From an optimization exercise on the open Yosys and OpenROAD flow, aimed at small area, a short achievable clock period and few clock cycles per item; shortcuts taken in it are not production practice.
RTL that was checked went through simulation tests only; none was proved equivalent to the original.
Function not checked in runs 1 and 2: the RTL went through the layout flow alone.

$ cat flow/config.mk
export PLATFORM = sky130hd
export DESIGN_NAME = sha256_byte_stream_hasher_unit
export DESIGN_NICKNAME = sha256_byte_stream_hasher_unit
export VERILOG_FILES = /design/flow/design.v
export SDC_FILE = /design/flow/constraint.sdc
export NUM_CORES = 4
export LEC_CHECK = 0
export CAP_MARGIN = 20
export CORE_MARGIN = 2
export CORE_UTILIZATION = 40
export SLEW_MARGIN = 20
$ cat flow/constraint.sdc
create_clock -name core_clock -period 11.0 [get_ports {clk}]
set_input_delay 2.2000 -clock core_clock [delete_from_list [all_inputs] [get_ports {clk}]]
set_output_delay 2.2000 -clock core_clock [all_outputs]
set_load 0.01 [all_outputs]
$ cat flow/design.v
package sbh_pkg;
	typedef enum logic [1:0] {
		E_IDLE = 2'd0,
		E_RUN  = 2'd1,
		E_FOLD = 2'd2
	} est_t;
	localparam logic [7:0] PAD_BYTE = 8'h80;
	function automatic logic [31:0] init_h(input logic [2:0] i);
		case (i)
			3'd0: init_h = 32'h6a09e667;
			3'd1: init_h = 32'hbb67ae85;
			3'd2: init_h = 32'h3c6ef372;
			3'd3: init_h = 32'ha54ff53a;
			3'd4: init_h = 32'h510e527f;
			3'd5: init_h = 32'h9b05688c;
			3'd6: init_h = 32'h1f83d9ab;
			default: init_h = 32'h5be0cd19;
		endcase
	endfunction
	function automatic logic [31:0] round_k(input logic [5:0] i);
		case (i)
			6'd0: round_k = 32'h428a2f98;
			6'd1: round_k = 32'h71374491;
			6'd2: round_k = 32'hb5c0fbcf;
			6'd3: round_k = 32'he9b5dba5;
			6'd4: round_k = 32'h3956c25b;
			6'd5: round_k = 32'h59f111f1;
			6'd6: round_k = 32'h923f82a4;
			6'd7: round_k = 32'hab1c5ed5;
			6'd8: round_k = 32'hd807aa98;
			6'd9: round_k = 32'h12835b01;
			6'd10: round_k = 32'h243185be;
			6'd11: round_k = 32'h550c7dc3;
			6'd12: round_k = 32'h72be5d74;
			6'd13: round_k = 32'h80deb1fe;
			6'd14: round_k = 32'h9bdc06a7;
			6'd15: round_k = 32'hc19bf174;
			6'd16: round_k = 32'he49b69c1;
			6'd17: round_k = 32'hefbe4786;
			6'd18: round_k = 32'h0fc19dc6;
			6'd19: round_k = 32'h240ca1cc;
			6'd20: round_k = 32'h2de92c6f;
			6'd21: round_k = 32'h4a7484aa;
			6'd22: round_k = 32'h5cb0a9dc;
			6'd23: round_k = 32'h76f988da;
			6'd24: round_k = 32'h983e5152;
			6'd25: round_k = 32'ha831c66d;
			6'd26: round_k = 32'hb00327c8;
			6'd27: round_k = 32'hbf597fc7;
			6'd28: round_k = 32'hc6e00bf3;
			6'd29: round_k = 32'hd5a79147;
			6'd30: round_k = 32'h06ca6351;
			6'd31: round_k = 32'h14292967;
			6'd32: round_k = 32'h27b70a85;
			6'd33: round_k = 32'h2e1b2138;
			6'd34: round_k = 32'h4d2c6dfc;
			6'd35: round_k = 32'h53380d13;
			6'd36: round_k = 32'h650a7354;
			6'd37: round_k = 32'h766a0abb;
			6'd38: round_k = 32'h81c2c92e;
			6'd39: round_k = 32'h92722c85;
			6'd40: round_k = 32'ha2bfe8a1;
			6'd41: round_k = 32'ha81a664b;
			6'd42: round_k = 32'hc24b8b70;
			6'd43: round_k = 32'hc76c51a3;
			6'd44: round_k = 32'hd192e819;
			6'd45: round_k = 32'hd6990624;
			6'd46: round_k = 32'hf40e3585;
			6'd47: round_k = 32'h106aa070;
			6'd48: round_k = 32'h19a4c116;
			6'd49: round_k = 32'h1e376c08;
			6'd50: round_k = 32'h2748774c;
			6'd51: round_k = 32'h34b0bcb5;
			6'd52: round_k = 32'h391c0cb3;
			6'd53: round_k = 32'h4ed8aa4a;
			6'd54: round_k = 32'h5b9cca4f;
			6'd55: round_k = 32'h682e6ff3;
			6'd56: round_k = 32'h748f82ee;
			6'd57: round_k = 32'h78a5636f;
			6'd58: round_k = 32'h84c87814;
			6'd59: round_k = 32'h8cc70208;
			6'd60: round_k = 32'h90befffa;
			6'd61: round_k = 32'ha4506ceb;
			6'd62: round_k = 32'hbef9a3f7;
			default: round_k = 32'hc67178f2;
		endcase
	endfunction
	function automatic logic [31:0] ror32(input logic [31:0] x, input int unsigned n);
		ror32 = (x >> n) | (x << (32 - n));
	endfunction
	function automatic logic [31:0] sig0(input logic [31:0] x);
		sig0 = ror32(x, 7) ^ ror32(x, 18) ^ (x >> 3);
	endfunction
	function automatic logic [31:0] sig1(input logic [31:0] x);
		sig1 = ror32(x, 17) ^ ror32(x, 19) ^ (x >> 10);
	endfunction
	function automatic logic [31:0] big0(input logic [31:0] x);
		big0 = ror32(x, 2) ^ ror32(x, 13) ^ ror32(x, 22);
	endfunction
	function automatic logic [31:0] big1(input logic [31:0] x);
		big1 = ror32(x, 6) ^ ror32(x, 11) ^ ror32(x, 25);
	endfunction
endpackage
import sbh_pkg::*;
module sbh_ctrl (
	input  logic       clk,
	input  logic       arst_n,
	input  logic       in_valid,
	output logic       in_ready,
	input  logic       byte_valid,
	input  logic       last_byte,
	output logic       out_valid,
	input  logic       out_ready,
	output logic [2:0] word_index,
	output logic       last_word,
	output logic       ir_load,      
	output logic       stg_shift,    
	output logic [1:0] byte_sel,     
	output logic [2:0] len_byte,     
	output logic       len_inc,
	output logic       len_clr,
	output logic       load,         
	output logic       load_iv,      
	output logic       round,        
	output logic       stall,        
	output logic       ring_en,      
	output logic       fold_act,     
	output logic       fold_iv,      
	output logic [1:0] fold_k,       
	output logic [5:0] kidx          
);
	logic ir_v, ir_bv, ir_last;
	logic in_ready_q;
	logic acc;                        
	logic [5:0] sfill;
	logic       sfull, spad, spad_first, sfinal, stg_first, stg_last;
	sbh_pkg::est_t est;
	logic [5:0] cnt;                  
	logic       cur_first, cur_last, ring_rot;
	logic [1:0] p2;
	logic [3:0] scnt;
	logic       ov_q;
	logic [2:0] idx_q;
	assign in_ready   = in_ready_q;
	assign out_valid  = ov_q;
	assign word_index = idx_q;
	assign last_word  = (idx_q == 3'd7);
	logic stg_can, pad_shift, pad_final, blk_done, can_load, stall_c, fold_c;
	assign stg_can   = !sfull && !spad;
	assign acc       = ir_v && stg_can;
	assign pad_shift = spad && !sfull;
	assign stg_shift = (acc && ir_bv) || pad_shift;
	assign ir_load   = in_valid && in_ready_q;
	always_comb begin
		if (!spad)
			byte_sel = 2'd0;
		else if (spad_first)
			byte_sel = 2'd1;
		else if (sfinal && sfill[5:3] == 3'd7)
			byte_sel = 2'd3;
		else
			byte_sel = 2'd2;
	end
	assign len_byte  = sfill[2:0];
	assign len_inc   = acc && ir_bv;
	assign pad_final = pad_shift && !spad_first && sfinal && (sfill == 6'd63);
	assign len_clr   = pad_final;
	assign blk_done  = stg_shift && (sfill == 6'd63);
	assign stall_c  = (est == E_RUN) && (cnt == 6'd62) && cur_first && (ov_q || scnt != 4'd0);
	assign round    = (est == E_RUN) && !stall_c;
	assign stall    = stall_c;
	assign fold_c   = (round && (cnt == 6'd62 || cnt == 6'd63 || cnt == 6'd0)) || (est == E_FOLD);
	assign fold_act = fold_c;
	assign fold_iv  = fold_c && cur_first;
	always_comb begin
		case (cnt)
			6'd62:   fold_k = 2'd3;
			6'd63:   fold_k = 2'd2;
			default: fold_k = (est == E_FOLD) ? 2'd0 : 2'd1;
		endcase
	end
	assign ring_en  = fold_c || (est == E_IDLE && ring_rot);
	assign can_load = sfull && ((est == E_FOLD) || (est == E_IDLE && (!ring_rot || p2 == 2'd3)));
	assign load     = can_load;
	assign load_iv  = stg_first;
	assign kidx     = cnt;
	logic ir_v_d, stg_can_d, sfull_d, spad_d;
	always_comb begin
		ir_v_d = (ir_v && !acc) || ir_load;
		sfull_d = sfull;
		if (can_load) sfull_d = 1'b0;
		if (blk_done) sfull_d = 1'b1;
		spad_d = spad;
		if (acc && ir_last) spad_d = 1'b1;
		if (pad_final) spad_d = 1'b0;
		stg_can_d = !sfull_d && !spad_d;
	end
	always_ff @(posedge clk or negedge arst_n) begin
		if (!arst_n) begin
			ir_v       <= 1'b0;
			ir_bv      <= 1'b0;
			ir_last    <= 1'b0;
			in_ready_q <= 1'b1;
		end else begin
			ir_v       <= ir_v_d;
			in_ready_q <= !ir_v_d || stg_can_d;
			if (ir_load) begin
				ir_bv   <= byte_valid;
				ir_last <= last_byte;
			end
		end
	end
	always_ff @(posedge clk or negedge arst_n) begin
		if (!arst_n) begin
			sfill      <= '0;
			sfull      <= 1'b0;
			spad       <= 1'b0;
			spad_first <= 1'b0;
			sfinal     <= 1'b0;
			stg_first  <= 1'b1;
			stg_last   <= 1'b0;
		end else begin
			sfull <= sfull_d;
			spad  <= spad_d;
			if (stg_shift) sfill <= sfill + 6'd1;
			if (acc && ir_last) spad_first <= 1'b1;
			if (pad_shift) begin
				spad_first <= 1'b0;
				if (spad_first)
					sfinal <= (sfill < 6'd56) || (sfill == 6'd63);
				else if (sfill == 6'd63)
					sfinal <= !sfinal;
			end
			if (blk_done) stg_last <= pad_final;
			if (can_load) stg_first <= stg_last;
		end
	end
	always_ff @(posedge clk or negedge arst_n) begin
		if (!arst_n) begin
			est       <= E_IDLE;
			cnt       <= '0;
			cur_first <= 1'b0;
			cur_last  <= 1'b0;
			ring_rot  <= 1'b0;
			p2        <= '0;
			scnt      <= '0;
		end else begin
			if (stall_c) scnt <= scnt + 4'd1;
			if (round) begin
				if (cnt == 6'd0) est <= E_FOLD;
				else             cnt <= cnt + 6'd1;
			end
			if (est == E_FOLD) begin
				ring_rot <= !cur_last;
				p2       <= '0;
				est      <= E_IDLE;
			end
			if (est == E_IDLE && ring_rot) p2 <= p2 + 2'd1;
			if (can_load) begin
				est       <= E_RUN;
				cnt       <= 6'd1;
				cur_first <= stg_first;
				cur_last  <= stg_last;
			end
		end
	end
	always_ff @(posedge clk or negedge arst_n) begin
		if (!arst_n) begin
			ov_q  <= 1'b0;
			idx_q <= '0;
		end else if (est == E_FOLD && cur_last) begin
			ov_q  <= 1'b1;
			idx_q <= '0;
		end else if (ov_q && out_ready) begin
			idx_q <= idx_q + 3'd1;
			if (idx_q == 3'd7) ov_q <= 1'b0;
		end
	end
endmodule
import sbh_pkg::*;
module sbh_dp (
	input  logic        clk,
	input  logic        arst_n,
	input  logic [7:0]  data_byte,
	input  logic        ir_load,
	input  logic        stg_shift,
	input  logic [1:0]  byte_sel,
	input  logic [2:0]  len_byte,
	input  logic        len_inc,
	input  logic        len_clr,
	input  logic        load,
	input  logic        load_iv,
	input  logic        round,
	input  logic        stall,
	input  logic        ring_en,
	input  logic        fold_act,
	input  logic        fold_iv,
	input  logic [1:0]  fold_k,
	input  logic [5:0]  kidx,
	input  logic [2:0]  word_index,
	output logic [31:0] digest_word
);
	logic [7:0]   ir_byte;
	logic [511:0] stg;             
	logic [511:0] win;             
	logic [60:0]  len;             
	logic [31:0]  p;               
	logic [31:0]  wa, wb, wc, wd, we, wf, wg, wh;
	logic [31:0]  la [4];          
	logic [31:0]  le [4];          
	logic [7:0]  byte_in;
	logic [63:0] bit_len;
	assign bit_len = {len, 3'b000};
	always_comb begin
		case (byte_sel)
			2'd0:    byte_in = ir_byte;
			2'd1:    byte_in = PAD_BYTE;
			2'd3:    byte_in = bit_len[{3'd7 - len_byte, 3'b000} +: 8];
			default: byte_in = 8'h00;
		endcase
	end
	always_ff @(posedge clk) begin
		if (ir_load) ir_byte <= data_byte;
		if (stg_shift) stg <= {stg[503:0], byte_in};
	end
	always_ff @(posedge clk or negedge arst_n) begin
		if (!arst_n) begin
			len <= '0;
		end else if (len_clr) begin
			len <= '0;
		end else if (len_inc) begin
			len <= len + 61'd1;
		end
	end
	logic [31:0] x0, x1, x9, x14, w_new, w_in;
	assign x0    = win[511:480];
	assign x1    = win[479:448];
	assign x9    = win[223:192];
	assign x14   = win[63:32];
	assign w_new = x0 + sbh_pkg::sig0(x1) + x9 + sbh_pkg::sig1(x14);
	assign w_in  = stall ? x0 : w_new;
	always_ff @(posedge clk) begin
		if (load) win <= stg;
		else      win <= {win[479:0], w_in};
	end
	logic [31:0] add_a, add_e, opa, ope, ba, be;
	assign opa = fold_act ? wa : 32'd0;
	assign ope = fold_act ? we : 32'd0;
	assign ba  = fold_iv ? sbh_pkg::init_h({1'b0, fold_k}) : la[3];
	assign be  = fold_iv ? sbh_pkg::init_h({1'b1, fold_k}) : le[3];
	assign add_a = ba + opa;
	assign add_e = be + ope;
	always_ff @(posedge clk) begin
		if (ring_en) begin
			la[0] <= add_a;
			la[1] <= la[0];
			la[2] <= la[1];
			la[3] <= la[2];
			le[0] <= add_e;
			le[1] <= le[0];
			le[2] <= le[1];
			le[3] <= le[2];
		end
	end
	assign digest_word = word_index[2] ? le[word_index[1:0]] : la[word_index[1:0]];
	logic [31:0] s1, ch, s0, mj, a_new, e_new;
	assign s1    = sbh_pkg::big1(we);
	assign ch    = (we & wf) ^ (~we & wg);
	assign s0    = sbh_pkg::big0(wa);
	assign mj    = (wa & wb) ^ (wa & wc) ^ (wb & wc);
	assign a_new = p + s1 + ch + s0 + mj;
	assign e_new = wd + p + s1 + ch;
	logic [31:0] ld_a, ld_b, ld_c, ld_d, ld_e, ld_f, ld_g, ld_h;
	assign ld_a = load_iv ? sbh_pkg::init_h(3'd0) : add_a;
	assign ld_b = load_iv ? sbh_pkg::init_h(3'd1) : la[0];
	assign ld_c = load_iv ? sbh_pkg::init_h(3'd2) : la[1];
	assign ld_d = load_iv ? sbh_pkg::init_h(3'd3) : la[2];
	assign ld_e = load_iv ? sbh_pkg::init_h(3'd4) : add_e;
	assign ld_f = load_iv ? sbh_pkg::init_h(3'd5) : le[0];
	assign ld_g = load_iv ? sbh_pkg::init_h(3'd6) : le[1];
	assign ld_h = load_iv ? sbh_pkg::init_h(3'd7) : le[2];
	always_ff @(posedge clk) begin
		if (load) begin
			wa <= ld_a; wb <= ld_b; wc <= ld_c; wd <= ld_d;
			we <= ld_e; wf <= ld_f; wg <= ld_g; wh <= ld_h;
		end else begin
			wa <= stall ? wh : a_new;
			wb <= wa; wc <= wb; wd <= wc;
			we <= stall ? wd : e_new;
			wf <= we; wg <= wf; wh <= wg;
		end
	end
	logic [31:0] pa, pc;
	assign pa = load ? ld_h : wg;
	assign pc = load ? stg[511:480] : x1;
	always_ff @(posedge clk) begin
		if (load || round) p <= pa + sbh_pkg::round_k(kidx) + pc;
	end
endmodule
import sbh_pkg::*;
module sha256_byte_stream_hasher_unit (
	input  logic        clk,
	input  logic        arst_n,
	input  logic        in_valid,
	output logic        in_ready,
	input  logic [7:0]  data_byte,
	input  logic        byte_valid,
	input  logic        last_byte,
	output logic        out_valid,
	input  logic        out_ready,
	output logic [31:0] digest_word,
	output logic [2:0]  word_index,
	output logic        last_word
);
	logic       ir_load, stg_shift, len_inc, len_clr, load, load_iv, round, stall;
	logic       ring_en, fold_act, fold_iv;
	logic [1:0] byte_sel, fold_k;
	logic [2:0] len_byte;
	logic [5:0] kidx;
	sbh_ctrl u_ctrl (
		.clk        (clk),
		.arst_n     (arst_n),
		.in_valid   (in_valid),
		.in_ready   (in_ready),
		.byte_valid (byte_valid),
		.last_byte  (last_byte),
		.out_valid  (out_valid),
		.out_ready  (out_ready),
		.word_index (word_index),
		.last_word  (last_word),
		.ir_load    (ir_load),
		.stg_shift  (stg_shift),
		.byte_sel   (byte_sel),
		.len_byte   (len_byte),
		.len_inc    (len_inc),
		.len_clr    (len_clr),
		.load       (load),
		.load_iv    (load_iv),
		.round      (round),
		.stall      (stall),
		.ring_en    (ring_en),
		.fold_act   (fold_act),
		.fold_iv    (fold_iv),
		.fold_k     (fold_k),
		.kidx       (kidx)
	);
	sbh_dp u_dp (
		.clk         (clk),
		.arst_n      (arst_n),
		.data_byte   (data_byte),
		.ir_load     (ir_load),
		.stg_shift   (stg_shift),
		.byte_sel    (byte_sel),
		.len_byte    (len_byte),
		.len_inc     (len_inc),
		.len_clr     (len_clr),
		.load        (load),
		.load_iv     (load_iv),
		.round       (round),
		.stall       (stall),
		.ring_en     (ring_en),
		.fold_act    (fold_act),
		.fold_iv     (fold_iv),
		.fold_k      (fold_k),
		.kidx        (kidx),
		.word_index  (word_index),
		.digest_word (digest_word)
	);
endmodule
$ cat flow/run.sh
#!/bin/bash
# synth_recipe.tcl (not shown) runs the flow's synth.tcl, then flattens the netlist and writes it again
# the make line also repeats each setting of config.mk as NAME=value (left out here)
make -C /OpenROAD-flow-scripts/flow DESIGN_CONFIG=/design/flow/config.mk WORK_HOME=/design/flow/orfs CLKGATE_MAP_FILE= SYNTH_SCRIPT=/design/flow/synth_recipe.tcl finish
==> results of run 1 <==
[synthesized netlist by cell type, types with 10 or more instances]
cell	number	share of area, %
xor2_1	162	1.8
nor2b_1	83	0.66
or2_2	10	0.079
dfxtp_1	768	19
nor3_1	60	0.38
o22ai_1	13	0.10
clkbuf_1	364	1.7
and3_1	24	0.19
mux2i_1	70	0.89
o21a_1	47	0.45
o31ai_1	24	0.23
nand4_1	35	0.28
nor2_1	349	1.7
nand2_1	2074	9.9
a221oi_1	10	0.11
buf_1	32	0.15
o211ai_1	23	0.22
mux4_2	51	1.5
nand2b_1	39	0.31
a211oi_1	39	0.37
o21ai_0	445	2.8
a21oi_1	286	1.8
a222oi_1	64	0.81
inv_1	535	2.5
dfrtp_1	96	3.0
nand3_1	92	0.58
a21o_1	80	0.76
fa_1	250	6.3
a31oi_1	37	0.29
and2_1	16	0.13
or3_1	29	0.23
o311ai_0	11	0.12
o21bai_1	14	0.13
maj3_1	31	0.39
xnor2_1	298	3.3
a22oi_1	12	0.11
ha_1	218	3.5
edfxtp_1	808	31
[through the flow]
stage	worst slack [ps]	util, %	hold WS (ps)	area (sq um)
after floorplan	1880	-	399	79000
after global placement	2770	41.8	404	82200
after detailed placement	3050	41.8	405	82200
after CTS	3010	44.8	410	88100
after global routing	2520	44.8	431	88100
final	2870	44.8	413	88100
[flip-flops by register name, summed over array words and instances, names as in the netlist, 8 cells and up]
register	flops
u_dp.stg	512
u_dp.win	512
u_dp.la	128
u_dp.le	128
u_dp.len	61
u_dp.p	32
u_dp.wa	32
u_dp.wb	32
u_dp.wc	32
u_dp.wd	32
u_dp.we	32
u_dp.wf	32
u_dp.wg	32
u_dp.wh	32
u_dp.ir_byte	8
[final cells by class]
| class | instances | area [sq um] | share of cell area (%) |
|---|---|---|---|
| antenna | 7 | 17.5 | 0.0199 |
| clock buffer | 245 | 4940 | 5.61 |
| clock inverter | 82 | 966 | 1.10 |
| inverter | 539 | 2020 | 2.30 |
| multi-input combinational | 5157 | 33400 | 37.9 |
| sequential | 1674 | 42100 | 47.8 |
| tap | 2640 | 3300 | 3.75 |
| timing repair buffer | 159 | 1370 | 1.55 |
[kinds of logic (layout without fill, tap and decap cells)]
group,count (synthesis),in the layout,synth area share [%]
other,0,7,0
buffers and inverters,941,1025,4.49
flip-flops,1674,1674,53.3
XOR/XNOR,461,461,5.13
AND/OR/NAND/NOR,2852,2852,14.8
multiplexers,127,127,2.43
adder cells (fa/ha/maj),499,499,10.2
AO/OA/AOI/OAI,1218,1218,9.68
[routing by layer]
metal | global-route usage [%] | share of wire (%)
met2 | 39.0 | 45
met1 | 33.6 | 43
met3 | 3.82 | 6.6
met4 | 11.4 | 5.1
met5 | 0 | 0
[cells in the final DEF, fill, tap and decap left out, types with 50 or more instances in the layout]
cell	synthesis	routed
edfxtp_1	808	808
inv_1	535	534
fa_1	250	250
nor2b_1	83	82
buf_4	1	104
a21o_1	80	80
nor2_1	349	347
mux4_2	51	51
nand3_1	92	92
xor2_1	162	162
clkdlybuf4s50_1	0	50
mux2i_1	70	68
a21oi_1	286	285
xnor2_1	298	298
a222oi_1	64	64
ha_1	218	215
clkbuf_16	0	177
dfrtp_1	96	91
dfxtp_1	768	768
nor3_1	60	59
nand2_1	2074	2071
o21ai_0	445	443
[path summary, 6_finish.rpt]
kind                                                     to
worst min-delay path                  u_dp.win[465]$_DFF_P_
max in group asynchronous          u_dp.len[60]$_DFFE_PN0P_
worst min register to register        u_dp.win[465]$_DFF_P_
min in group asynchronous       u_ctrl.idx_q[1]$_DFFE_PN0P_
worst max register to register          u_dp.wa[31]$_DFF_P_
worst max-delay path                    u_dp.wa[31]$_DFF_P_
[worst max-delay path, cell delays in order (launching register included)]
cell,delay [ps]
dfrtp_1,680
inv_1,380
ha_1,200
buf_4,230
nand4_1,520
or3_4,850
a31oi_4,260
buf_4,370
nand2b_2,500
nor2_1,360
a21o_1,280
ha_1,350
o21ai_0,130
o21ai_0,320
a211oi_1,170
o21ai_0,480
a21oi_1,350
o311ai_0,760
a31o_2,270
a21oi_1,80
xnor2_1,150
a22oi_1,160
o21ai_0,110
==> results.toml, run 1 <==
[status]
status = "no timing/DRC/antenna violations"

[layout]
nets = 8186
nFillCells = 18500
final_cells = 10500
area_growth_pct = 11.6
drive_above_1_share_pct = 6.48

[synthesis]
ys_seq_area_share_pct = 53.3
synth.distinct_cells = 101
syn_area_sq_um = 79000
synthArstFlopShare_pct = 5.85
synth-edff-count = 808
netlist_instances = 7772
ys_ff_latch = 1674
syn_nets = 8254
ys_warn_count = 4
synth_flop_cell = "edfxtp_1"
avgSynthCellArea_sq_um = 10.2

[die]
core_area_sq_um = 197000
io_pins = 52
initial_core_util_pct = 40.1
die-area_sq_um = 201000
die_h_um = 448
rows = 163
die_w_um = 448

[worst_setup_path]
r2r-start = "u_ctrl.cnt[0]$_DFFE_PN0P_"
crit_fanout = 56
regToRegSetupSlack_ps = 2870
critPathCaptureType = "register"
crit_path_start = "u_ctrl.cnt[0]$_DFFE_PN0P_"
reg2regPathDepth = 22
cp-start-kind = "register"
required_ps = 11700
cp.arrival_ps = 8820
worstSetupPathType = "reg2reg"

[detailed_routing]
wl_per_cell_um = 23.9
drcViolationCount = 0
first_iter_violations = 6255
firstDrtPassIters = 8
vias = 56500
drt_wl_total_mm = 251
drt-vias-per-instance = 5.38
ant_nets = 0

[clocking]
htreeDepth = 4
path_clk_slew_ps = 70
ctsHoldBuffers = 0
cts_resized = 0
cts_buffer_depth = 3
cts_tree = "built"
clock_latency_ps = 850
cts-root-buf = "clkbuf_16"
cts_setup_buffers = 0
cts_buffers = 173
cts_sinks = 1674

[grt]
grt.total_usage_pct = 24.7
grt_max_degree = 185
antenna_found_initial = 11
grt_pass1_vias = 54900
overflow = 0
grt_pass1_wl_mm = 366

[timing]
tightestPinTransition_ps = 1200
rsz0062_at_grt = "false"
skew_ps = 52.1
setup_viol = 0
post-route-min-period_ps = 8130
slew-limit-headroom_pct = 19.8
maxSlewViolCount = 0
max_freq_ghz = 0.123
finalSetupTns_ps = 0
fin_crit_sh_pct = 73.9
hold_viol_final = 0

[hold_path]
hold_start = "u_dp.win[433]$_DFF_P_"
holdPathStages = 2
hp-class = "reg2reg"

[flow_run]
cap_violations = 0

[placed_design]
dp_hpwl_mm = 185
port_buffers = 51
gp_congestion = 0.988
place_inst = 10200
==> run 2: changes to the inputs <==
--- a/flow/design.v
+++ b/flow/design.v
@@ -129,9 +129,7 @@
 	output logic [1:0] fold_k,       
 	output logic [5:0] kidx          
 );
-	logic ir_v, ir_bv, ir_last;
-	logic in_ready_q;
-	logic acc;                        
+	logic       ir_v, ir_bv, ir_last;
 	logic [5:0] sfill;
 	logic       sfull, spad, spad_first, sfinal, stg_first, stg_last;
 	sbh_pkg::est_t est;
@@ -141,77 +139,127 @@
 	logic [3:0] scnt;
 	logic       ov_q;
 	logic [2:0] idx_q;
+	logic       in_ready_q, shift_q, lsel_q, inc_q, clr_q, load_q, ldiv_q;
+	logic       round_q, stall_q, ring_q, fact_q, fiv_q, acc_q, padsh_q;
+	logic [1:0] bsel_q, fk_q;
 	assign in_ready   = in_ready_q;
 	assign out_valid  = ov_q;
 	assign word_index = idx_q;
 	assign last_word  = (idx_q == 3'd7);
-	logic stg_can, pad_shift, pad_final, blk_done, can_load, stall_c, fold_c;
-	assign stg_can   = !sfull && !spad;
-	assign acc       = ir_v && stg_can;
-	assign pad_shift = spad && !sfull;
-	assign stg_shift = (acc && ir_bv) || pad_shift;
-	assign ir_load   = in_valid && in_ready_q;
-	always_comb begin
-		if (!spad)
-			byte_sel = 2'd0;
-		else if (spad_first)
-			byte_sel = 2'd1;
-		else if (sfinal && sfill[5:3] == 3'd7)
-			byte_sel = 2'd3;
-		else
-			byte_sel = 2'd2;
-	end
+	assign ir_load    = in_valid && in_ready_q;
+	assign stg_shift = shift_q;
+	assign byte_sel  = bsel_q;
 	assign len_byte  = sfill[2:0];
-	assign len_inc   = acc && ir_bv;
-	assign pad_final = pad_shift && !spad_first && sfinal && (sfill == 6'd63);
-	assign len_clr   = pad_final;
-	assign blk_done  = stg_shift && (sfill == 6'd63);
-	assign stall_c  = (est == E_RUN) && (cnt == 6'd62) && cur_first && (ov_q || scnt != 4'd0);
-	assign round    = (est == E_RUN) && !stall_c;
-	assign stall    = stall_c;
-	assign fold_c   = (round && (cnt == 6'd62 || cnt == 6'd63 || cnt == 6'd0)) || (est == E_FOLD);
-	assign fold_act = fold_c;
-	assign fold_iv  = fold_c && cur_first;
+	assign len_inc   = inc_q;
+	assign len_clr   = clr_q;
+	assign load      = load_q;
+	assign load_iv   = ldiv_q;
+	assign round     = round_q;
+	assign stall     = stall_q;
+	assign ring_en   = ring_q;
+	assign fold_act  = fact_q;
+	assign fold_iv   = fiv_q;
+	assign fold_k    = fk_q;
+	assign kidx      = cnt_d;
+	logic       ir_v_d, ir_bv_d, ir_last_d;
+	logic [5:0] sfill_d;
+	logic       sfull_d, spad_d, spad_first_d, sfinal_d, stg_first_d, stg_last_d;
+	sbh_pkg::est_t est_d;
+	logic [5:0] cnt_d;
+	logic       cur_first_d, cur_last_d, ring_rot_d;
+	logic [1:0] p2_d;
+	logic [3:0] scnt_d;
+	logic       ov_d;
+	logic [2:0] idx_d;
+	logic       pad_final, blk_done, fold_last;
+	assign pad_final = padsh_q && !spad_first && sfinal && (sfill == 6'd63);
+	assign blk_done  = shift_q && (sfill == 6'd63);
+	assign fold_last = (est == E_FOLD) && cur_last;
 	always_comb begin
-		case (cnt)
-			6'd62:   fold_k = 2'd3;
-			6'd63:   fold_k = 2'd2;
-			default: fold_k = (est == E_FOLD) ? 2'd0 : 2'd1;
-		endcase
-	end
-	assign ring_en  = fold_c || (est == E_IDLE && ring_rot);
-	assign can_load = sfull && ((est == E_FOLD) || (est == E_IDLE && (!ring_rot || p2 == 2'd3)));
-	assign load     = can_load;
-	assign load_iv  = stg_first;
-	assign kidx     = cnt;
-	logic ir_v_d, stg_can_d, sfull_d, spad_d;
-	always_comb begin
-		ir_v_d = (ir_v && !acc) || ir_load;
-		sfull_d = sfull;
-		if (can_load) sfull_d = 1'b0;
+		ir_v_d    = (ir_v && !acc_q) || ir_load;
+		ir_bv_d   = ir_load ? byte_valid : ir_bv;
+		ir_last_d = ir_load ? last_byte  : ir_last;
+		sfill_d      = shift_q ? sfill + 6'd1 : sfill;
+		sfull_d      = sfull;
+		if (load_q)   sfull_d = 1'b0;
 		if (blk_done) sfull_d = 1'b1;
-		spad_d = spad;
-		if (acc && ir_last) spad_d = 1'b1;
+		spad_d       = spad;
+		spad_first_d = spad_first;
+		sfinal_d     = sfinal;
+		if (acc_q && ir_last) begin
+			spad_d       = 1'b1;
+			spad_first_d = 1'b1;
+		end
+		if (padsh_q) begin
+			spad_first_d = 1'b0;
+			if (spad_first)
+				sfinal_d = (sfill < 6'd56) || (sfill == 6'd63);
+			else if (sfill == 6'd63)
+				sfinal_d = !sfinal;
+		end
 		if (pad_final) spad_d = 1'b0;
-		stg_can_d = !sfull_d && !spad_d;
+		stg_last_d  = blk_done ? pad_final : stg_last;
+		stg_first_d = load_q ? stg_last : stg_first;
+		est_d       = est;
+		cnt_d       = cnt;
+		cur_first_d = cur_first;
+		cur_last_d  = cur_last;
+		ring_rot_d  = ring_rot;
+		p2_d        = p2;
+		scnt_d      = stall_q ? scnt + 4'd1 : scnt;
+		if (round_q) begin
+			if (cnt == 6'd0) est_d = E_FOLD;
+			else             cnt_d = cnt + 6'd1;
+		end
+		if (est == E_FOLD) begin
+			ring_rot_d = !cur_last;
+			p2_d       = '0;
+			est_d      = E_IDLE;
+		end
+		if (est == E_IDLE && ring_rot) p2_d = p2 + 2'd1;
+		if (load_q) begin
+			est_d       = E_RUN;
+			cnt_d       = 6'd1;
+			cur_first_d = stg_first;
+			cur_last_d  = stg_last;
+		end
+		ov_d  = ov_q;
+		idx_d = idx_q;
+		if (fold_last) begin
+			ov_d  = 1'b1;
+			idx_d = '0;
+		end else if (ov_q && out_ready) begin
+			idx_d = idx_q + 3'd1;
+			if (idx_q == 3'd7) ov_d = 1'b0;
+		end
+	end
+	logic acc_n, padsh_n, stall_n, round_n, fold_n;
+	logic [1:0] bsel_n, fk_n;
+	always_comb begin
+		acc_n   = ir_v_d && !sfull_d && !spad_d;
+		padsh_n = spad_d && !sfull_d;
+		if (!spad_d)
+			bsel_n = 2'd0;
+		else if (spad_first_d)
+			bsel_n = 2'd1;
+		else if (sfinal_d && sfill_d[5:3] == 3'd7)
+			bsel_n = 2'd3;
+		else
+			bsel_n = 2'd2;
+		stall_n = (est_d == E_RUN) && (cnt_d == 6'd62) && cur_first_d && (ov_d || scnt_d != 4'd0);
+		round_n = (est_d == E_RUN) && !stall_n;
+		fold_n  = (round_n && (cnt_d == 6'd62 || cnt_d == 6'd63 || cnt_d == 6'd0)) || (est_d == E_FOLD);
+		case (cnt_d)
+			6'd62:   fk_n = 2'd3;
+			6'd63:   fk_n = 2'd2;
+			default: fk_n = (est_d == E_FOLD) ? 2'd0 : 2'd1;
+		endcase
 	end
 	always_ff @(posedge clk or negedge arst_n) begin
 		if (!arst_n) begin
 			ir_v       <= 1'b0;
 			ir_bv      <= 1'b0;
 			ir_last    <= 1'b0;
-			in_ready_q <= 1'b1;
-		end else begin
-			ir_v       <= ir_v_d;
-			in_ready_q <= !ir_v_d || stg_can_d;
-			if (ir_load) begin
-				ir_bv   <= byte_valid;
-				ir_last <= last_byte;
-			end
-		end
-	end
-	always_ff @(posedge clk or negedge arst_n) begin
-		if (!arst_n) begin
 			sfill      <= '0;
 			sfull      <= 1'b0;
 			spad       <= 1'b0;
@@ -219,61 +267,65 @@
 			sfinal     <= 1'b0;
 			stg_first  <= 1'b1;
 			stg_last   <= 1'b0;
+			est        <= E_IDLE;
+			cnt        <= '0;
+			cur_first  <= 1'b0;
+			cur_last   <= 1'b0;
+			ring_rot   <= 1'b0;
+			p2         <= '0;
+			scnt       <= '0;
+			ov_q       <= 1'b0;
+			idx_q      <= '0;
+			in_ready_q <= 1'b1;
+			acc_q      <= 1'b0;
+			padsh_q    <= 1'b0;
+			shift_q    <= 1'b0;
+			bsel_q     <= '0;
+			inc_q      <= 1'b0;
+			clr_q      <= 1'b0;
+			load_q     <= 1'b0;
+			ldiv_q     <= 1'b0;
+			round_q    <= 1'b0;
+			stall_q    <= 1'b0;
+			ring_q     <= 1'b0;
+			fact_q     <= 1'b0;
+			fiv_q      <= 1'b0;
+			fk_q       <= '0;
 		end else begin
-			sfull <= sfull_d;
-			spad  <= spad_d;
-			if (stg_shift) sfill <= sfill + 6'd1;
-			if (acc && ir_last) spad_first <= 1'b1;
-			if (pad_shift) begin
-				spad_first <= 1'b0;
-				if (spad_first)
-					sfinal <= (sfill < 6'd56) || (sfill == 6'd63);
-				else if (sfill == 6'd63)
-					sfinal <= !sfinal;
-			end
-			if (blk_done) stg_last <= pad_final;
-			if (can_load) stg_first <= stg_last;
-		end
-	end
-	always_ff @(posedge clk or negedge arst_n) begin
-		if (!arst_n) begin
-			est       <= E_IDLE;
-			cnt       <= '0;
-			cur_first <= 1'b0;
-			cur_last  <= 1'b0;
-			ring_rot  <= 1'b0;
-			p2        <= '0;
-			scnt      <= '0;
-		end else begin
-			if (stall_c) scnt <= scnt + 4'd1;
-			if (round) begin
-				if (cnt == 6'd0) est <= E_FOLD;
-				else             cnt <= cnt + 6'd1;
-			end
-			if (est == E_FOLD) begin
-				ring_rot <= !cur_last;
-				p2       <= '0;
-				est      <= E_IDLE;
-			end
-			if (est == E_IDLE && ring_rot) p2 <= p2 + 2'd1;
-			if (can_load) begin
-				est       <= E_RUN;
-				cnt       <= 6'd1;
-				cur_first <= stg_first;
-				cur_last  <= stg_last;
-			end
-		end
-	end
-	always_ff @(posedge clk or negedge arst_n) begin
-		if (!arst_n) begin
-			ov_q  <= 1'b0;
-			idx_q <= '0;
-		end else if (est == E_FOLD && cur_last) begin
-			ov_q  <= 1'b1;
-			idx_q <= '0;
-		end else if (ov_q && out_ready) begin
-			idx_q <= idx_q + 3'd1;
-			if (idx_q == 3'd7) ov_q <= 1'b0;
+			ir_v       <= ir_v_d;
+			ir_bv      <= ir_bv_d;
+			ir_last    <= ir_last_d;
+			sfill      <= sfill_d;
+			sfull      <= sfull_d;
+			spad       <= spad_d;
+			spad_first <= spad_first_d;
+			sfinal     <= sfinal_d;
+			stg_first  <= stg_first_d;
+			stg_last   <= stg_last_d;
+			est        <= est_d;
+			cnt        <= cnt_d;
+			cur_first  <= cur_first_d;
+			cur_last   <= cur_last_d;
+			ring_rot   <= ring_rot_d;
+			p2         <= p2_d;
+			scnt       <= scnt_d;
+			ov_q       <= ov_d;
+			idx_q      <= idx_d;
+			in_ready_q <= !ir_v_d || (!sfull_d && !spad_d);
+			acc_q      <= acc_n;
+			padsh_q    <= padsh_n;
+			shift_q    <= (acc_n && ir_bv_d) || padsh_n;
+			bsel_q     <= bsel_n;
+			inc_q      <= acc_n && ir_bv_d;
+			clr_q      <= padsh_n && !spad_first_d && sfinal_d && (sfill_d == 6'd63);
+			load_q     <= sfull_d && ((est_d == E_FOLD) || (est_d == E_IDLE && (!ring_rot_d || p2_d == 2'd3)));
+			ldiv_q     <= stg_first_d;
+			round_q    <= round_n;
+			stall_q    <= stall_n;
+			ring_q     <= fold_n || (est_d == E_IDLE && ring_rot_d);
+			fact_q     <= fold_n;
+			fiv_q      <= fold_n && cur_first_d;
+			fk_q       <= fk_n;
 		end
 	end
 endmodule
@@ -305,6 +357,7 @@
 	logic [511:0] win;             
 	logic [60:0]  len;             
 	logic [31:0]  p;               
+	logic [31:0]  kq;              
 	logic [31:0]  wa, wb, wc, wd, we, wf, wg, wh;
 	logic [31:0]  la [4];          
 	logic [31:0]  le [4];          
@@ -368,8 +421,17 @@
 	assign ch    = (we & wf) ^ (~we & wg);
 	assign s0    = sbh_pkg::big0(wa);
 	assign mj    = (wa & wb) ^ (wa & wc) ^ (wb & wc);
-	assign a_new = p + s1 + ch + s0 + mj;
-	assign e_new = wd + p + s1 + ch;
+	logic [31:0] t1s, t1c, es, ec, as1, ac1, as2, ac2;
+	assign t1s   = p ^ s1 ^ ch;
+	assign t1c   = {(p[30:0] & s1[30:0]) | (p[30:0] & ch[30:0]) | (s1[30:0] & ch[30:0]), 1'b0};
+	assign es    = t1s ^ t1c ^ wd;
+	assign ec    = {(t1s[30:0] & t1c[30:0]) | (t1s[30:0] & wd[30:0]) | (t1c[30:0] & wd[30:0]), 1'b0};
+	assign e_new = es + ec;
+	assign as1   = t1s ^ t1c ^ s0;
+	assign ac1   = {(t1s[30:0] & t1c[30:0]) | (t1s[30:0] & s0[30:0]) | (t1c[30:0] & s0[30:0]), 1'b0};
+	assign as2   = as1 ^ ac1 ^ mj;
+	assign ac2   = {(as1[30:0] & ac1[30:0]) | (as1[30:0] & mj[30:0]) | (ac1[30:0] & mj[30:0]), 1'b0};
+	assign a_new = as2 + ac2;
 	logic [31:0] ld_a, ld_b, ld_c, ld_d, ld_e, ld_f, ld_g, ld_h;
 	assign ld_a = load_iv ? sbh_pkg::init_h(3'd0) : add_a;
 	assign ld_b = load_iv ? sbh_pkg::init_h(3'd1) : la[0];
@@ -394,7 +456,8 @@
 	assign pa = load ? ld_h : wg;
 	assign pc = load ? stg[511:480] : x1;
 	always_ff @(posedge clk) begin
-		if (load || round) p <= pa + sbh_pkg::round_k(kidx) + pc;
+		kq <= sbh_pkg::round_k(kidx);
+		if (load || round) p <= pa + kq + pc;
 	end
 endmodule
 import sbh_pkg::*;
==> flow/flow/run.sh (new file) <==
#!/bin/bash
# Standard layout (the standard.sh, unchanged synthesis), with timing repair aiming
# for extra setup slack beyond the 11 ns constraint.
set -uo pipefail
bash standard.sh SETUP_SLACK_MARGIN=7 finish > standard.log 2>&1
==> flow/standard.sh (new file) <==
#!/bin/bash
# synth_recipe.tcl (not shown) runs the flow's synth.tcl, then flattens the netlist and writes it again
# the make line also repeats each setting of config.mk as NAME=value (left out here)
make -C /OpenROAD-flow-scripts/flow DESIGN_CONFIG=/design/flow/config.mk WORK_HOME=/design/flow/orfs CLKGATE_MAP_FILE= SYNTH_SCRIPT=/design/flow/synth_recipe.tcl "${@:-finish}"
--- a/flow/config.mk
+++ b/flow/config.mk
@@ -7,5 +7,6 @@
 export LEC_CHECK = 0
 export CAP_MARGIN = 20
 export CORE_MARGIN = 2
-export CORE_UTILIZATION = 40
+export CORE_UTILIZATION = 55
+export SETUP_SLACK_MARGIN = 5
 export SLEW_MARGIN = 20
removed: flow/run.sh
==> results.toml, run 2 <==
[worst_setup_path]
cp_slowest_stage_delay_ps = 960
reg2regPathDepth = 21
cp_cell_sequence = "buf_6, ha_4, buf_12, a222oi_1, inv_1, mux4_2, buf_6"
crit_fanout = 8
critPathCaptureType = "output pin"
cp-start-kind = "register"
required_ps = 8800
cpMaxStageDelayCell = "a222oi_1"
worstSetupPathType = "reg2out"
path_buf_inv = 4
regToRegSetupSlack_ps = 5920
r2r-start = "u_dp.we[26]$_DFF_P_"
worst_r2r_endpoint = "u_dp.wa[27]$_DFF_P_"
cp.arrival_ps = 3500
crit_path_frequent_cell = "buf_6"
crit_family = "compound AO/OA/AOI/OAI gates"

[layout]
nets = 7043
area_growth_pct = 19.6
layout_common_cells = "808 x edfxtp_1, 713 x dfxtp_1, 468 x mux2_2"
layout_commonest_cell = "edfxtp_1"
drive_above_1_share_pct = 26.0
design_area_sq_um = 93600
top_regs = "u_dp.stg x512, u_dp.win x512"
multi_input_area_sq_um = 35300
nFillCells = 10400
regArea_sq_um = 43400

[flow_run]
cap_violations = 0

[synthesis]
yosysMostFrequentCell = "edfxtp_1"
yosysTopAreaCellShare_pct = 31.0
syn_area_sq_um = 78300
yosys.area.top_type = "edfxtp_1"
synth-edff-count = 808
syn_nets = 6807
synth_common_cells = "808 x edfxtp_1, 800 x dfxtp_1, 477 x mux2_2"
synth_flop_cell = "edfxtp_1"
ys_ff_latch = 1722
ys_seq_area_share_pct = 55.1
synthArstFlopShare_pct = 6.62
avgSynthCellArea_sq_um = 12.3
synth_area_leaders = "edfxtp_1 31%, dfxtp_1 20%, mux2_2 6.9%"
ys_warn_count = 4
netlist_instances = 6383
synth.distinct_cells = 97

[timing]
setup_viol = 0
maxSlewViolCount = 0
max_freq_ghz = 0.175
skew_ps = 41.4
rsz0062_at_grt = "true"
finalSetupTns_ps = 0
slew-limit-headroom_pct = 17.6
tightestPinTransition_ps = 1240
hold_viol_final = 0
fin_crit_sh_pct = 51.8
post-route-min-period_ps = 5700

[detailed_routing]
firstDrtPassIters = 10
drt-vias-per-instance = 6.19
vias = 53700
wl_per_cell_um = 28.7
first_iter_violations = 6472
drcViolationCount = 0
drt_wl_total_mm = 249
ant_nets = 0

[die]
die-area_sq_um = 145000
core_area_sq_um = 141000
rows = 138
io_pins = 52
die_h_um = 381
die_w_um = 381
initial_core_util_pct = 55.3

[grt]
grt_pass1_vias = 51500
grt_max_degree = 192
antenna_found_initial = 17
overflow = 0
grt.total_usage_pct = 33.3
grt_pass1_wl_mm = 353

[placed_design]
port_buffers = 51
gp_congestion = 0.969
dp_hpwl_mm = 161
place_area_sq_um = 80700

[clocking]
ctsHoldBuffers = 0
cts_sinks = 1722
clock_latency_ps = 820
cts_tree = "built"
cts-root-buf = "clkbuf_16"
cts_buffers = 176
htreeDepth = 4
cts_buffer_depth = 3
path_clk_slew_ps = 60

[hold_path]
holdPathStages = 0
min_to = "u_dp.stg[245]$_DFFE_PP_"
hp-class = "reg2reg"
hold_start = "u_dp.stg[237]$_DFFE_PP_"

[status]
status = "no timing/DRC/antenna violations"
==> run 2: metrics by stage <==
stage          setup slack, ps  hold WS [ps]  instances  util, %
2_1_floorplan             6090           420       6383        -
3_3_place_gp              5410           421       8060     57.1
3_5_place_dp              5400           427       8060     57.1
4_1_cts                   5360           406       8560     64.6
5_1_grt                   5320           418       8663     66.2
6_report                  5300           408       8666     66.2
==> run 2: timing repair <==
item / CTS / global route
resized for setup: 765 / 306
endpoints found under the hold margin: 0 / 0
cloned: 35 / 5
pin swaps: 201 / 195
setup endpoints to repair: 215 / 163
setup buffers: 134 / 97
==> run 2: final cells by class <==
cell class	instances	share of cell area (%)
Tap cell	1890	2.53
Sequential cell	1722	46.3
Inverter	468	1.91
Clock inverter	85	1.11
Multi-Input combinational cell	3863	37.7
Clock buffer	246	5.37
Antenna cell	4	0.0107
Timing Repair Buffer	387	4.99
Timing Repair inverter	1	0.00936
==> run 2: routing by layer <==
layer	GRT usage, %	wire [um]	vias to the layer above	share of wire, %
li1	-	-	23300	-
met1	48.9	108000	27100	44
met2	47.6	105000	2654	42
met3	7.35	23300	569	9.4
met4	13.5	11900	12	4.8
met5	0	66	-	0.026
==> run 2: worst max path at each step <==
stage	startpoint	end	slack [ps]	depth (start not counted)
5_1_grt	u_ctrl.idx_q[1]$_DFFE_PN0P_	digest_word[16]	5320	7
3_3_place_gp	u_ctrl.ldiv_q$_DFF_PN0_	u_dp.p[30]$_DFFE_PP_	5410	18
3_5_place_dp	u_ctrl.idx_q[1]$_DFFE_PN0P_	digest_word[14]	5400	8
4_1_cts	u_ctrl.idx_q[1]$_DFFE_PN0P_	digest_word[14]	5360	7
2_1_floorplan	u_ctrl.shift_q$_DFF_PN0_	u_ctrl.clr_q$_DFF_PN0_	6090	6
6_report	u_ctrl.idx_q[1]$_DFFE_PN0P_	digest_word[14]	5300	7
==> run 2: logic make-up after synthesis <==
| logic type | count (synthesis) | share of synthesized area [%] |
|---|---|---|
| flip-flops | 1722 | 55.1 |
| AND/OR/NAND/NOR | 976 | 5.77 |
| XOR/XNOR | 520 | 5.84 |
| buffers and inverters | 800 | 3.89 |
| AO/OA/AOI/OAI | 1312 | 11.4 |
| multiplexers | 591 | 8.96 |
| adder cells (fa/ha/maj) | 462 | 9.05 |
==> run 3: changes to the inputs <==
--- a/flow/design.v
+++ b/flow/design.v
@@ -421,17 +421,8 @@
 	assign ch    = (we & wf) ^ (~we & wg);
 	assign s0    = sbh_pkg::big0(wa);
 	assign mj    = (wa & wb) ^ (wa & wc) ^ (wb & wc);
-	logic [31:0] t1s, t1c, es, ec, as1, ac1, as2, ac2;
-	assign t1s   = p ^ s1 ^ ch;
-	assign t1c   = {(p[30:0] & s1[30:0]) | (p[30:0] & ch[30:0]) | (s1[30:0] & ch[30:0]), 1'b0};
-	assign es    = t1s ^ t1c ^ wd;
-	assign ec    = {(t1s[30:0] & t1c[30:0]) | (t1s[30:0] & wd[30:0]) | (t1c[30:0] & wd[30:0]), 1'b0};
-	assign e_new = es + ec;
-	assign as1   = t1s ^ t1c ^ s0;
-	assign ac1   = {(t1s[30:0] & t1c[30:0]) | (t1s[30:0] & s0[30:0]) | (t1c[30:0] & s0[30:0]), 1'b0};
-	assign as2   = as1 ^ ac1 ^ mj;
-	assign ac2   = {(as1[30:0] & ac1[30:0]) | (as1[30:0] & mj[30:0]) | (ac1[30:0] & mj[30:0]), 1'b0};
-	assign a_new = as2 + ac2;
+	assign a_new = p + s1 + ch + s0 + mj;
+	assign e_new = wd + p + s1 + ch;
 	logic [31:0] ld_a, ld_b, ld_c, ld_d, ld_e, ld_f, ld_g, ld_h;
 	assign ld_a = load_iv ? sbh_pkg::init_h(3'd0) : add_a;
 	assign ld_b = load_iv ? sbh_pkg::init_h(3'd1) : la[0];
==> flow/run.sh (new file) <==
#!/bin/bash
# synth_recipe.tcl (not shown) runs the flow's synth.tcl, then flattens the netlist and writes it again
# the make line also repeats each setting of config.mk as NAME=value (left out here)
make -C /OpenROAD-flow-scripts/flow DESIGN_CONFIG=/design/flow/config.mk WORK_HOME=/design/flow/orfs CLKGATE_MAP_FILE= SYNTH_SCRIPT=/design/flow/synth_recipe.tcl finish
removed: flow/flow/run.sh
removed: flow/standard.sh
==> results.toml, run 3 <==
[status]
status = "no timing/DRC/antenna violations"

[die]
core_area_sq_um = 144000
initial_core_util_pct = 55.4
rows = 139
die_w_um = 384
io_pins = 52
die_h_um = 384
die-area_sq_um = 148000

[worst_setup_path]
required_ps = 8800
cp.arrival_ps = 3730
crit_fanout = 35
crit_path_start = "u_ctrl.idx_q[1]$_DFFE_PN0P_"
cp-start-kind = "register"
r2r-start = "u_dp.wa[14]$_DFF_P_"
cp_cell_sequence = "ha_4, buf_6, a222oi_1, inv_1, mux4_2, clkdlybuf4s50_1"
critPathCaptureType = "output pin"
worstSetupPathType = "reg2out"
cp_slowest_stage_delay_ps = 670
cpMaxStageDelayCell = "a222oi_1"

[synthesis]
synth_common_cells = "808 x edfxtp_1, 800 x dfxtp_1, 625 x inv_1"
avgSynthCellArea_sq_um = 12.1
synth_area_leaders = "edfxtp_1 30%, dfxtp_1 20%, mux2_2 6.6%"
syn_area_sq_um = 79600
yosysTopAreaCellShare_pct = 30.5
ys_warn_count = 4
ys_ff_latch = 1722
ys_seq_area_share_pct = 54.2
synthArstFlopShare_pct = 6.62
synth-edff-count = 808
yosysMostFrequentCell = "edfxtp_1"
yosys.area.top_type = "edfxtp_1"
synth_flop_cell = "edfxtp_1"
netlist_instances = 6600
syn_nets = 7083
synth.distinct_cells = 107

[detailed_routing]
wl_per_cell_um = 26.8
drcViolationCount = 0
first_iter_violations = 5961
drt-vias-per-instance = 6.01
firstDrtPassIters = 18
vias = 51900
ant_nets = 0
drt_wl_total_mm = 231

[grt]
grt_pass1_vias = 50600
overflow = 0
grt_pass1_wl_mm = 337
grt_max_degree = 174
antenna_found_initial = 11
grt.total_usage_pct = 31.0

[timing]
setup_viol = 0
post-route-min-period_ps = 5930
max_freq_ghz = 0.169
rsz0062_at_grt = "false"
skew_ps = 64.9
maxSlewViolCount = 0
tightestPinTransition_ps = 1120
fin_crit_sh_pct = 54.0
worst_hold_slack_ps = 424
hold_viol_final = 0
finalSetupTns_ps = 0
slew-limit-headroom_pct = 25.0

[clocking]
htreeDepth = 4
path_clk_slew_ps = 60
cts-root-buf = "clkbuf_16"
cts_buffer_depth = 3
clock_latency_ps = 840
cts_tree = "built"
cts_buffers = 178
cts_sinks = 1722

[hold_path]
hp-class = "reg2reg"
hold_start = "u_dp.win[13]$_DFF_P_"

[layout]
area_growth_pct = 11.2
design_area_sq_um = 88500
top_regs = "u_dp.stg x512, u_dp.win x512"
insertedDiodeCount = 0
nets = 7057
layout_common_cells = "808 x edfxtp_1, 799 x dfxtp_1, 624 x inv_1"
layout_commonest_cell = "edfxtp_1"
drive_above_1_share_pct = 14.1
nFillCells = 11600

[placed_design]
place_area_sq_um = 81800
port_buffers = 51
dp_hpwl_mm = 166
gp_congestion = 1.00

[flow_run]
cap_violations = 0
[run 3: final timing paths]
kind / slack (ps) / cells after the start / to
worst min-delay path: 420 / 1 / u_dp.win[45]$_DFF_P_
worst max register to register: 5150 / 20 / u_dp.wa[31]$_DFF_P_
max in group asynchronous: 8140 / 2 / u_ctrl.load_q$_DFF_PN0_
worst max-delay path: 5070 / 6 / digest_word[21]
worst min register to register: 420 / 1 / u_dp.win[45]$_DFF_P_
min in group asynchronous: 1340 / 1 / u_dp.len[5]$_DFFE_PN0P_
[run 3: repair_timing]
| action | 4_1_cts | 5_1_grt |
|---|---|---|
| pin swaps | 1 | 2 |
| gates resized for setup | 10 | 14 |
| gates cloned | 0 | 1 |
| hold buffers | 0 | 0 |
| setup endpoints to repair | 30 | 10 |
| buffers inserted | 1 | 1 |
[run 3: per-stage QoR]
step / setup slack, ps / utilization, % / cells
floorplan: 5690 / - / 6600
global placement: 4640 / 57.0 / 8293
detailed placement: 4620 / 57.0 / 8294
CTS: 5000 / 61.5 / 8633
global route: 5000 / 61.6 / 8635
finish: 5070 / 61.6 / 8635
[run 3: critical path, delay by kind of cell (launching register included)]
kind                       cells  cell delay (ps)
buffers and inverters          3              880
AOI/OAI and AO/OA              1              670
muxes                          1              460
DFF                            1              450
adders and majority gates      1              350
[run 3: area by class of cell]
type / count / area (sq um) / share of cell area (%)
clock inverters: 115 / 1710 / 1.94
repair buffers: 125 / 1170 / 1.32
clock buffers: 223 / 4800 / 5.42
well taps: 1903 / 2380 / 2.69
inverters: 628 / 2360 / 2.67
multi-input cells: 3919 / 32900 / 37.2
flip-flops and latches: 1722 / 43200 / 48.8
[run 3: cells by family (layout without fill, tap and decap cells)]
group           count (synthesis)  in the layout  share of synthesized area (%)
fa+ha+maj                     493            493                           10.0
xor+xnor                      489            489                           5.38
buf+inv                       960           1091                           4.59
mux                           563            563                           8.44
compound gates               1329           1329                           11.3
flops                        1722           1722                           54.2
simple gates                 1044           1045                           6.10
[run 3: per-layer routing]
layer	vias to the layer above	wire length, um	global-route usage, %
li1	23200	-	-
met1	26100	102000	44.9
met2	2115	102000	46.4
met3	467	17400	5.13
met4	4	10600	12.8
met5	-	25	0
Testbench counts of run 3, summed over its fixed seeds: cycles 39,202, bytes 30,063.

==> afterwards: timing with drivers on the ports <==
No port has a modelled driver above. Below, the same layouts with a new extraction and two added sets of constraints.
Step 1, drivers: a clkbuf_16 drives clk and a buf_2 each remaining input, both assumed.
Step 2 adds t to the input delays and takes it off the output delays; t is the mean of the earliest and latest rising clock arrival at the registers after step 1. Input paths then give back, and output paths get back, about the clock's delay inside the block.
a / b / c = ideal / step 1 / step 2; a / b = the first two.
run	shift t [ns]	setup WS [ns]	worst hold slack (ns)	latest minus earliest clock arrival (ns)	worst data-port slew with drivers (ns)
run 1	0.907	2.872 / 2.872 / 2.872	0.413 / 0.413 / 0.413	0.053 / 0.053	0.04
run 2	0.882	5.298 / 5.218 / 5.920	0.408 / 0.408 / 0.408	0.043 / 0.042	0.05
run 3	0.898	5.065 / 4.977 / 5.155	0.424 / 0.424 / 0.424	0.068 / 0.068	0.05
After both steps every run listed still meets setup and hold.
